From an optimization exercise on the open Yosys and OpenROAD flow, aimed at small area; shortcuts taken in it are not production practice. RTL that was checked went through simulation tests only; none was proved equivalent to the original. Power figures rest on the tool's default switching activity, not on a simulated workload.

// mesh_xy_hop_and_die_crossing_counter
module mesh_xy_hop_and_die_crossing_counter #(
  parameter int COORD_BITS = mxhd_pkg::COORD_BITS_DEF,
  parameter int TOTAL_BITS = mxhd_pkg::TOTAL_BITS_DEF
) (
  input  logic                              clk,
  input  logic                              rst_n,
  input  logic                              in_valid,
  output logic                              in_stall,
  input  logic                              in_operation,
  input  logic [COORD_BITS-1:0]             in_src_x,
  input  logic [COORD_BITS-1:0]             in_src_y,
  input  logic [COORD_BITS-1:0]             in_dest_x,
  input  logic [COORD_BITS-1:0]             in_dest_y,
  input  logic [mxhd_pkg::VOL_BITS-1:0]     in_volume,
  input  logic                              in_last_dest,
  output logic                              out_valid,
  input  logic                              out_stall,
  output logic [TOTAL_BITS-1:0]             out_onchip_hops_total,
  output logic [TOTAL_BITS-1:0]             out_crossing_hops_total,
  output logic                              out_saturated,
  input  logic                              cfg_valid,
  output logic                              cfg_ready,
  input  logic [mxhd_pkg::CFG_IDX_BITS-1:0] cfg_index,
  input  logic [mxhd_pkg::STEP_BITS-1:0]    cfg_data
);
export LEC_CHECK = 0
export ABC_AREA = 1
export CAP_MARGIN = 20
export CORE_MARGIN = 2
export CORE_UTILIZATION = 40
export SLEW_MARGIN = 20
create_clock -name core_clock -period 8.0 [get_ports {clk}]
standard.sh (not shown) runs the stock make flow with config.mk's settings and CLKGATE_MAP_FILE= SYNTH_SCRIPT=/design/flow/synth_recipe.tcl, a recipe that flattens the netlist after the stock synthesis.
==> flow/flow/run.sh <==
#!/bin/bash
# Standard layout with three changes: each port is buffered by the smallest buffer cell, the
# clock tree uses clkbuf_8 without dummy loads, and after the standard synthesis the
# combinational logic is mapped again for area with ABC (dch and amap; every flip-flop and tie
# cell is kept as is).
set -euo pipefail
KNOBS=("BUFFER_PORTS_ARGS=-buffer_cell sky130_fd_sc_hd__buf_1"
  "CTS_ARGS=-sink_clustering_enable -repair_clock_nets -buf_list sky130_fd_sc_hd__clkbuf_8 -sink_clustering_size 18 -sink_clustering_max_diameter 100 -dont_use_dummy_load")
R=orfs/results/${FLOW_PLATFORM:-sky130hd}/mesh_xy_hop_and_die_crossing_counter/base
YOSYS=${FLOW_HOME}/../tools/install/yosys/bin/yosys
LIB=${FLOW_HOME}/platforms/sky130hd/lib/sky130_fd_sc_hd__tt_025C_1v80.lib

bash standard.sh "${KNOBS[@]}" synth > standard_synth.log 2>&1

cp $R/1_2_yosys.v $R/1_2_yosys_standard.v
KEEP=$(grep -o "sky130_fd_sc_hd__[a-z0-9_]*" $R/1_2_yosys_standard.v | sort -u | grep -E "__(df|edf|sdf|sedf|dl|conb)" | tr '\n' ' ')
cat > remap.ys <<EOT
read_liberty -ignore_miss_func $LIB
read_verilog $R/1_2_yosys_standard.v
hierarchy -top $FLOW_TOP
blackbox $KEEP
flatten
techmap
opt
abc -script flow/remap.abc -liberty $LIB -dont_use *lpflow* -dont_use *probe* -dont_use *clkbuf* -dont_use *clkinv* -dont_use *dlygate* -dont_use *dlymetal* -dont_use *clkdly*
rename -hide w:*.*
opt_clean
splitnets
opt_clean
hilomap -singleton -hicell sky130_fd_sc_hd__conb_1 HI -locell sky130_fd_sc_hd__conb_1 LO
insbuf -buf sky130_fd_sc_hd__buf_4 A X
opt_clean
stat -liberty $LIB
write_verilog -noattr -noexpr -nohex -nodec $R/1_2_yosys.v
EOT
$YOSYS -l remap.log -s remap.ys > /dev/null 2>&1
rm -f $R/1_synth.odb $R/1_synth.sdc
touch $R/1_2_yosys.v

bash standard.sh "${KNOBS[@]}" finish > standard_finish.log 2>&1
==> flow/flow/remap.abc <==
strash
 ifraig
 dc2
 dch -f
 amap
 strash
 dch -f
 amap
 topo
Rerun with:
--- a/flow/flow/run.sh
+++ b/flow/flow/run.sh
@@ -7,3 +7,3 @@
 KNOBS=("BUFFER_PORTS_ARGS=-buffer_cell sky130_fd_sc_hd__buf_1"
-  "CTS_ARGS=-sink_clustering_enable -repair_clock_nets -buf_list sky130_fd_sc_hd__clkbuf_8 -sink_clustering_size 18 -sink_clustering_max_diameter 100 -dont_use_dummy_load")
+  "CTS_ARGS=-sink_clustering_enable -repair_clock_nets -buf_list sky130_fd_sc_hd__clkbuf_8 -sink_clustering_size 16 -sink_clustering_max_diameter 100 -dont_use_dummy_load")
 R=orfs/results/${FLOW_PLATFORM:-sky130hd}/mesh_xy_hop_and_die_crossing_counter/base
=> Setup slack stays the same. Final area stays the same. Global-route usage is unchanged. Routed wire length stays the same. Count of clock-buffer cells in the layout stays the same. Fmax stays the same. Synthesized area does not change. Clock skew stays the same. Sequential share of layout area does not change.

mesh_xy_hop_and_die_crossing_counter, a different RTL version from the one above (not shown whole).
Size: roughly 170 I/O pins, about 0.0090 sq mm of cells after synthesis.
Settings: LEC_CHECK=0, ABC_AREA=1, CAP_MARGIN=20, CORE_MARGIN=2, CORE_UTILIZATION=40, CTS_BUF_LIST=sky130_fd_sc_hd__clkbuf_4, CTS_CLUSTER_SIZE=10, SLEW_MARGIN=20; clock period 8.0 ns.
==> flow/flow/run.sh <==
#!/bin/bash
# Standard layout, with each port buffered by the smallest buffer cell.
set -euo pipefail
bash standard.sh "BUFFER_PORTS_ARGS=-buffer_cell sky130_fd_sc_hd__buf_1" finish > standard_flow.log 2>&1
Edit:
==> flow/flow/run.sh (replaced) <==
#!/bin/bash
# Standard layout, with each port buffered by the smallest buffer cell and a leaner clock tree.
set -euo pipefail
bash standard.sh "BUFFER_PORTS_ARGS=-buffer_cell sky130_fd_sc_hd__buf_1" \
  "CTS_ARGS=-sink_clustering_enable -repair_clock_nets -buf_list sky130_fd_sc_hd__clkbuf_16 -sink_clustering_size 30 -sink_clustering_max_diameter 100 -dont_use_dummy_load" \
  finish > standard_flow.log 2>&1
--- a/flow/config.mk
+++ b/flow/config.mk
@@ -10,5 +10,3 @@
 export CORE_MARGIN = 2
 export CORE_UTILIZATION = 40
-export CTS_BUF_LIST = sky130_fd_sc_hd__clkbuf_4
-export CTS_CLUSTER_SIZE = 10
 export SLEW_MARGIN = 20
Outcome: The new run went through all stages and came out clean. Non-clock buffer count does not change. Clock skew is about the same. Routed wire length shrinks by about 4%. Power shrinks by about 11%.
Edit:
==> flow/flow/run.sh (replaced) <==
#!/bin/bash
# Standard layout, with each port buffered by the smallest buffer cell.
set -euo pipefail
bash standard.sh "BUFFER_PORTS_ARGS=-buffer_cell sky130_fd_sc_hd__buf_1" finish > standard_flow.log 2>&1
--- a/flow/config.mk
+++ b/flow/config.mk
@@ -10,3 +10,4 @@
 export CORE_MARGIN = 2
 export CORE_UTILIZATION = 40
+export CTS_BUF_LIST = sky130_fd_sc_hd__clkbuf_8
 export SLEW_MARGIN = 20
Worst setup slack gains 0.036 ns. Global-route usage rose by 0.61 points. Sequential power hardly moves. Clock-buffer cell count rose by 27. Core utilization rose by 1.9 points. Via count rose by 3.2%. Final area rose by 4.1%. Fmax rose by 1.1%. Die area does not change. Sequential share of layout area fell by 2.2 points.
No functional check of the RTL was part of any run of this note.

Another version of the RTL of mesh_xy_hop_and_die_crossing_counter (not shown whole).
For scale: roughly 600 cells after synthesis, roughly 7700 um^2 of cells after synthesis.
==> flow/design.v (excerpt) <==
module mesh_xy_hop_and_die_crossing_counter #(
  parameter int COORD_BITS = mxhd_pkg::COORD_BITS_DEF,
  parameter int TOTAL_BITS = mxhd_pkg::TOTAL_BITS_DEF
) (
  input  logic                              clk,
  input  logic                              rst_n,
  input  logic                              in_valid,
  output logic                              in_stall,
  input  logic                              in_operation,
  input  logic [COORD_BITS-1:0]             in_src_x,
  input  logic [COORD_BITS-1:0]             in_src_y,
  input  logic [COORD_BITS-1:0]             in_dest_x,
  input  logic [COORD_BITS-1:0]             in_dest_y,
  input  logic [mxhd_pkg::VOL_BITS-1:0]     in_volume,
  input  logic                              in_last_dest,
  output logic                              out_valid,
  input  logic                              out_stall,
  output logic [TOTAL_BITS-1:0]             out_onchip_hops_total,
  output logic [TOTAL_BITS-1:0]             out_crossing_hops_total,
  output logic                              out_saturated,
  input  logic                              cfg_valid,
  output logic                              cfg_ready,
  input  logic [mxhd_pkg::CFG_IDX_BITS-1:0] cfg_index,
  input  logic [mxhd_pkg::STEP_BITS-1:0]    cfg_data
);
==> flow/config.mk <==
export PLATFORM = sky130hd
export DESIGN_NAME = mesh_xy_hop_and_die_crossing_counter
export DESIGN_NICKNAME = mesh_xy_hop_and_die_crossing_counter
export VERILOG_FILES = /design/flow/design.v
export SDC_FILE = /design/flow/constraint.sdc
export NUM_CORES = 4
export LEC_CHECK = 0
export ABC_AREA = 1
export CAP_MARGIN = 20
export CORE_MARGIN = 2
export CORE_UTILIZATION = 40
export SLEW_MARGIN = 20
==> flow/constraint.sdc <==
create_clock -name core_clock -period 8.0 [get_ports {clk}]
set_input_delay 1.6000 -clock core_clock [delete_from_list [all_inputs] [get_ports {clk}]]
set_output_delay 1.6000 -clock core_clock [all_outputs]
set_load 0.01 [all_outputs]
==> flow/flow/run.sh <==
#!/bin/bash
# Standard layout with three changes: each port is buffered by the smallest buffer cell, the
# clock tree uses clkbuf_8 without dummy loads, and after the standard synthesis the
# combinational logic is mapped again for area with ABC (dch and amap; every flip-flop and tie
# cell is kept as is).
set -euo pipefail
KNOBS=("BUFFER_PORTS_ARGS=-buffer_cell sky130_fd_sc_hd__buf_1"
  "CTS_ARGS=-sink_clustering_enable -repair_clock_nets -buf_list sky130_fd_sc_hd__clkbuf_4 -sink_clustering_size 10 -sink_clustering_max_diameter 100 -dont_use_dummy_load")
R=orfs/results/${FLOW_PLATFORM:-sky130hd}/mesh_xy_hop_and_die_crossing_counter/base
YOSYS=${FLOW_HOME}/../tools/install/yosys/bin/yosys
LIB=${FLOW_HOME}/platforms/sky130hd/lib/sky130_fd_sc_hd__tt_025C_1v80.lib

bash standard.sh "${KNOBS[@]}" synth > standard_synth.log 2>&1

cp $R/1_2_yosys.v $R/1_2_yosys_standard.v
KEEP=$(grep -o "sky130_fd_sc_hd__[a-z0-9_]*" $R/1_2_yosys_standard.v | sort -u | grep -E "__(df|edf|sdf|sedf|dl|conb)" | tr '\n' ' ')
cat > remap.ys <<EOT
read_liberty -ignore_miss_func $LIB
read_verilog $R/1_2_yosys_standard.v
hierarchy -top $FLOW_TOP
blackbox $KEEP
flatten
techmap
opt
abc -script flow/remap.abc -liberty $LIB -dont_use *lpflow* -dont_use *probe* -dont_use *clkbuf* -dont_use *clkinv* -dont_use *dlygate* -dont_use *dlymetal* -dont_use *clkdly*
rename -hide w:*.*
opt_clean
splitnets
opt_clean
hilomap -singleton -hicell sky130_fd_sc_hd__conb_1 HI -locell sky130_fd_sc_hd__conb_1 LO
insbuf -buf sky130_fd_sc_hd__buf_4 A X
opt_clean
stat -liberty $LIB
write_verilog -noattr -noexpr -nohex -nodec $R/1_2_yosys.v
EOT
$YOSYS -l remap.log -s remap.ys > /dev/null 2>&1
rm -f $R/1_synth.odb $R/1_synth.sdc
touch $R/1_2_yosys.v

bash standard.sh "${KNOBS[@]}" finish > standard_finish.log 2>&1
Scripts as last shown in full above: flow/flow/remap.abc
The starting point completed with no timing, DRC or antenna violations.
Change:
--- a/flow/flow/run.sh
+++ b/flow/flow/run.sh
@@ -2,9 +2,8 @@
 # Standard layout with three changes: each port is buffered by the smallest buffer cell, the
 # clock tree uses clkbuf_8 without dummy loads, and after the standard synthesis the
-# combinational logic is mapped again for area with ABC (dch and amap; every flip-flop and tie
-# cell is kept as is).
+# combinational logic is mapped again for area (every flip-flop and tie cell is kept as is).
 set -euo pipefail
 KNOBS=("BUFFER_PORTS_ARGS=-buffer_cell sky130_fd_sc_hd__buf_1"
-  "CTS_ARGS=-sink_clustering_enable -repair_clock_nets -buf_list sky130_fd_sc_hd__clkbuf_4 -sink_clustering_size 10 -sink_clustering_max_diameter 100 -dont_use_dummy_load")
+  "CTS_ARGS=-sink_clustering_enable -repair_clock_nets -buf_list sky130_fd_sc_hd__clkbuf_8 -sink_clustering_size 16 -sink_clustering_max_diameter 100 -dont_use_dummy_load")
 R=orfs/results/${FLOW_PLATFORM:-sky130hd}/mesh_xy_hop_and_die_crossing_counter/base
 YOSYS=${FLOW_HOME}/../tools/install/yosys/bin/yosys
==> flow/flow/remap.abc (replaced) <==
strash
 ifraig
 dc2
 strash
 &get -n
 &dch -f
 &nf -R 1000
 &put
 topo
Outcome:
- The new run completed without violations
- non-clock buffer count does not change
- die area rose slightly
- clock skew falls by 0.076 ns
- power falls by a few percent
- register-to-register slack improved by 0.26 ns
- clock-buffer cell count went down by 8
- wire length goes down by a little under a tenth
- sequential power decreases by a few percent
- worst setup slack degrades by 0.20 ns
- area after synthesis grows slightly
Change:
--- a/flow/flow/run.sh
+++ b/flow/flow/run.sh
@@ -2,5 +2,6 @@
 # Standard layout with three changes: each port is buffered by the smallest buffer cell, the
 # clock tree uses clkbuf_8 without dummy loads, and after the standard synthesis the
-# combinational logic is mapped again for area (every flip-flop and tie cell is kept as is).
+# combinational logic is mapped again for area with ABC (dch and amap; every flip-flop and tie
+# cell is kept as is).
 set -euo pipefail
 KNOBS=("BUFFER_PORTS_ARGS=-buffer_cell sky130_fd_sc_hd__buf_1"
==> flow/flow/remap.abc (replaced) <==
strash
 ifraig
 dc2
 dch -f
 amap
 strash
 dch -f
 amap
 topo
Result:
- non-clock buffer count is unchanged
- total power rises by 3.4%
- setup slack gains 0.29 ns
- via count rises by 4.1%
- global-route usage rises by 1.5 points
- utilization rises by 0.67 points
- die area falls by 1.2%
- maximum frequency rises by 8.4%
- final area falls by 1.2%
Change:
--- a/flow/flow/run.sh
+++ b/flow/flow/run.sh
@@ -2,9 +2,8 @@
 # Standard layout with three changes: each port is buffered by the smallest buffer cell, the
 # clock tree uses clkbuf_8 without dummy loads, and after the standard synthesis the
-# combinational logic is mapped again for area with ABC (dch and amap; every flip-flop and tie
-# cell is kept as is).
+# combinational logic is mapped again for area (every flip-flop and tie cell is kept as is).
 set -euo pipefail
 KNOBS=("BUFFER_PORTS_ARGS=-buffer_cell sky130_fd_sc_hd__buf_1"
-  "CTS_ARGS=-sink_clustering_enable -repair_clock_nets -buf_list sky130_fd_sc_hd__clkbuf_8 -sink_clustering_size 16 -sink_clustering_max_diameter 100 -dont_use_dummy_load")
+  "CTS_ARGS=-sink_clustering_enable -repair_clock_nets -buf_list sky130_fd_sc_hd__clkbuf_16 -sink_clustering_size 32 -sink_clustering_max_diameter 100 -dont_use_dummy_load")
 R=orfs/results/${FLOW_PLATFORM:-sky130hd}/mesh_xy_hop_and_die_crossing_counter/base
 YOSYS=${FLOW_HOME}/../tools/install/yosys/bin/yosys
==> flow/flow/remap.abc (replaced) <==
strash
 ifraig
 dc2
 strash
 &get -n
 &dch -f
 &nf -R 1000
 &put
 topo
Effect: Cell area went up by 1.6%. Routed wire length went down by 7.6%. Combinational power went down by 8.6%. Fmax went down by 8.0%. Flip-flop and latch count stays the same. Die area went up by 1.2%. Worst setup slack is worse by 0.30 ns. Hold slack is better by 0.031 ns. Non-clock buffer count is unchanged. Power went down by 2.0%.

what the ideal ports hide:
The results above use ideal ports. As a check the final layouts listed here were re-extracted and re-timed, cells and wires unchanged. Step 1 sets driving cells, clkbuf_16 on the clock port and buf_2 on the other inputs (assumed; they add their load-dependent delay and slew). Step 2 also shifts input and output timing later by t, the mid clock arrival at the registers, as if the neighbouring blocks saw the same clock. Three values: ideal ports, drivers, drivers and shift; two values: the first two.
run	t, ns	setup slack, ns	worst setup path after step 2	clock arrival spread, ns
the first run of note 1	0.478	3.749 / 3.747 / 3.269	input to register	0.052 / 0.052
the second run of note 1	0.478	3.749 / 3.747 / 3.269	input to register	0.052 / 0.052
the first run of note 2	0.672	4.655 / 4.655 / 4.162	input to register	0.046 / 0.046
the second run of note 2	0.495	4.643 / 4.643 / 4.163	input to register	0.047 / 0.047
the third run of note 2	0.550	4.678 / 4.678 / 4.198	input to register	0.039 / 0.039
the first run of note 3	0.640	4.483 / 4.483 / 4.231	input to register	0.112 / 0.111
the second run of note 3	0.514	4.281 / 4.291 / 3.777	input to register	0.036 / 0.036
the third run of note 3	0.512	4.571 / 4.571 / 4.189	input to register	0.042 / 0.042
the fourth run of note 3	0.495	4.274 / 4.294 / 3.799	input to register	0.042 / 0.042
After both steps setup and hold are still met in every run listed. The setup slack of the second run of note 3, which loses most, moves by +0.010 ns with the drivers and by -0.504 ns with both steps.
